Context: an optimization exercise on an open-source flow, tuned for small area, a short achievable clock period and few clock cycles per item. The choices shown serve that exercise and are no tape-out recipe. Where RTL was checked, it was by simulation tests only, not by an equivalence proof against the original.

// stick_deadzone_conditioner_top
module stick_deadzone_conditioner_top (
  input  logic        clk_i,
  input  logic        rst_ni,
  input  logic        start_i,
  output logic        busy_o,
  input  logic [15:0] raw_x_i,
  input  logic [15:0] raw_y_i,
  output logic        done_o,
  output logic [15:0] out_x_o,
  output logic [15:0] out_y_o,
  input  logic        cfg_we_i,
  input  logic [1:0]  cfg_idx_i,
  input  logic [14:0] cfg_wdata_i
);
  logic [1:0]  mode_q;
  logic [14:0] scale_q;
  logic [14:0] zone_q;
  always_ff @(posedge clk_i or negedge rst_ni) begin
    if (!rst_ni) begin
      mode_q  <= 2'd0;
      scale_q <= 15'd32767;
      zone_q  <= 15'd0;
    end else if (cfg_we_i) begin
      case (cfg_idx_i)
        2'd0: mode_q  <= cfg_wdata_i[1:0];
        2'd1: scale_q <= cfg_wdata_i;
        2'd2: zone_q  <= cfg_wdata_i;
        default: ;
      endcase
    end
  end
  assign busy_o = 1'b0;
  logic        is2;
  logic [14:0] zeff;
  logic [15:0] dd_q;
  logic [14:0] zeff_q, deff_q;
  assign is2     = (mode_q == 2'd2);
  assign zeff    = (is2 || (mode_q == 2'd1)) ? zone_q : 15'd0;
  always_ff @(posedge clk_i) begin
    zeff_q <= zeff;
    dd_q   <= {1'b0, scale_q} - {1'b0, zeff};
    deff_q <= (dd_q[15] || (dd_q == 16'd0)) ? 15'd1 : dd_q[14:0];
  end
  logic        we1_q, we2_q;
  logic [3:0]  r_sh;
  logic [30:0] r_q;
  always_ff @(posedge clk_i or negedge rst_ni) begin
    if (!rst_ni) begin
      we1_q <= 1'b0;
      we2_q <= 1'b0;
    end else begin
      we1_q <= cfg_we_i;
  ...
Settings: LEC_CHECK=0, CAP_MARGIN=20, CORE_MARGIN=2, CORE_UTILIZATION=45, CTS_CLUSTER_DIAMETER=100, CTS_CLUSTER_SIZE=24, PLACE_DENSITY=0.6, SLEW_MARGIN=20; clock period 10.0 ns.
run.sh (not shown) runs the stock make flow with config.mk's settings and CLKGATE_MAP_FILE= SYNTH_SCRIPT=/design/flow/synth_recipe.tcl, a recipe that flattens the netlist after the stock synthesis.
The baseline completed with no timing, DRC or antenna violations.
Edit:
Settings changed: CTS_CLUSTER_DIAMETER 100 to 80, CTS_CLUSTER_SIZE 24 to 30.
After rerunning: Synthesized area stays the same. Worst setup slack got worse by 0.044 ns.
Edit:
Settings changed: CTS_CLUSTER_DIAMETER 80 to not set, CTS_CLUSTER_SIZE 30 to not set.
Global-route usage increases by 0.35 points.
Count of clock-buffer cells in the layout increases by 299.
Routed wire length increases slightly.
Setup slack gets better by 0.028 ns.
Non-clock buffer count is unchanged.
Worst hold slack gets worse by 0.026 ns.
Core utilization increases by 2.1 points.
First-iteration DRC count decreases by a few percent.
No run of this note included a check of the RTL's function; only the layout flow was run.

---

## the reference run
Another version of the RTL of stick_deadzone_conditioner_top (not shown whole).
For scale: ~12,000 cells after synthesis, about 3,200 flip-flops, about 87 I/O pins, roughly 130,000 sq um of cells after synthesis.
clock: 10.0 ns
lec_check: 0
cap_margin: 20
core_margin: 2
core_utilization: 45
cts_cluster_diameter: 100
cts_cluster_size: 24
place_density: 0.5
slew_margin: 20
The reference run: full flow OK, the timing, design-rule and antenna checks passed
Testbench counts of the reference run, summed over its fixed seeds: cycles 17,336, items 16,384.
> inputs changed (the reference run -> the trial run)
--- a/flow/config.mk
+++ b/flow/config.mk
@@ -9,6 +9,6 @@
 export CORE_MARGIN = 2
 export CORE_UTILIZATION = 45
-export CTS_CLUSTER_DIAMETER = 100
-export CTS_CLUSTER_SIZE = 24
-export PLACE_DENSITY = 0.5
+export CTS_CLUSTER_DIAMETER = 120
+export CTS_CLUSTER_SIZE = 30
+export PLACE_DENSITY = 0.6
 export SLEW_MARGIN = 20
### Flow results
- Critical path data required time, the reference run and the trial run: lower on the reference run
- The trial run ends up with lower area added between synthesis and finish than the reference run does.

---

stick_deadzone_conditioner_top, a different RTL version from the one above (not shown whole).
Size: about 3200 flip-flops, ~87 I/O pins.
clock: 10.0 ns
lec_check: 0
cap_margin: 20
core_margin: 2
core_utilization: 45
cts_cluster_diameter: 100
cts_cluster_size: 24
place_density: 0.6
slew_margin: 70
Testbench counts at the start, summed over its fixed seeds: cycles 17,336, items 16,384.
==> next run, changes <==
- SLEW_MARGIN: 70 -> 78
Result: Wire length went up by 0.89%; core utilization rises by 0.84 points; hold slack gets worse by 0.027 ns; sequential share of layout area is lower by 0.63 points; sequential cell count stays the same; via count goes up by 0.87%.

---

== rev 12 ==
Starting RTL as in the previous note.
Settings: LEC_CHECK=0, CAP_MARGIN=50, CORE_MARGIN=2, CORE_UTILIZATION=45, CTS_CLUSTER_DIAMETER=100, CTS_CLUSTER_SIZE=24, PLACE_DENSITY=0.6, SLEW_MARGIN=85; clock period 10.0 ns.
Testbench counts of rev 12, summed over its fixed seeds: cycles 17,336, items 16,384.
Input changes introduced in rev 13 (baseline for comparison: rev 12):
# rev 12
export LEC_CHECK = 0
export CAP_MARGIN = 50
export CORE_MARGIN = 2
export CORE_UTILIZATION = 45
export CTS_CLUSTER_DIAMETER = 100
export CTS_CLUSTER_SIZE = 24
export PLACE_DENSITY = 0.6
export SLEW_MARGIN = 85
create_clock -name core_clock -period 10.0 [get_ports {clk_i}]
# rev 13
export LEC_CHECK = 0
export CAP_MARGIN = 20
export CORE_MARGIN = 2
export CORE_UTILIZATION = 45
export CTS_CLUSTER_DIAMETER = 100
export CTS_CLUSTER_SIZE = 24
export PLACE_DENSITY = 0.6
export SLEW_MARGIN = 20
create_clock -name core_clock -period 10.0 [get_ports {clk_i}]
## What came out
- The flow completed for rev 13, but it is not clean: the layout still shows antenna rules.
- Global-route track usage on met3 of rev 12 is on par with rev 13.
- Rev 12 reports its end of the critical path as u_div.b_Ry_s12[15] while rev 13 reports u_div.b_Ry_s8[1].
- Of the two values seen for library cell contributing the largest single delay on the critical path, sky130_fd_sc_hd__a31oi_2 was produced by rev 13 and sky130_fd_sc_hd__clkdlybuf4s50_1 by rev 12.
- Relative to rev 12, the share of the cycle needed by the critical path after routing of rev 13 is lower by 55 points.
- In terms of clock-pin slew reported for the worst setup and hold paths after clock tree synthesis, rev 13 and rev 12 differ only marginally.
- The run showing the smaller design area is rev 13.
- Multi-input logic portion of the cell area down 0.43 points in rev 13 wrt rev 12
- Number of placed instances, taps included ends up higher on rev 12.

what the ideal ports hide:
No port has a modelled driver above. Below, the same layouts with a new extraction and two added sets of constraints.
Step 1, drivers: a clkbuf_16 drives clk_i and a buf_2 each remaining input, both assumed.
Step 2 times the ports against the registers' clock, not the clock port: input delays grow and output delays shrink by t, the midpoint of the rising clock arrivals with the driver on.
Three values: no drivers, after step 1, after step 2; two values: the first two.
run | t (ns) | setup WS [ns] | worst hold slack (ns) | worst setup path after step 2 | worst data-port slew with drivers (ns)
the first run of note 1 | 0.951 | 5.847 / 5.752 / 6.168 | 0.266 / 0.266 / 0.266 | register to register | 0.07
the second run of note 1 | 0.954 | 5.803 / 5.707 / 6.204 | 0.309 / 0.309 / 0.309 | register to register | 0.07
the third run of note 1 | 0.980 | 5.831 / 5.733 / 6.192 | 0.283 / 0.283 / 0.283 | register to register | 0.07
the reference run | 0.979 | 5.907 / 5.907 / 5.907 | 0.293 / 0.293 / 0.293 | register to register | 0.05
the trial run | 0.906 | 5.968 / 5.968 / 5.968 | 0.276 / 0.276 / 0.276 | register to register | 0.09
the first run of note 3 | 0.957 | 6.095 / 5.990 / 6.229 | 0.287 / 0.287 / 0.287 | register to register | 0.07
the second run of note 3 | 0.951 | 6.113 / 6.010 / 6.140 | 0.260 / 0.260 / 0.260 | register to register | 0.06
rev 12 | 0.950 | 0.436 / 0.436 / 0.436 | 0.285 / 0.285 / 0.285 | register to register | 0.06
rev 13 | 0.956 | 5.981 / 5.974 / 5.981 | 0.270 / 0.270 / 0.270 | register to register | 0.06
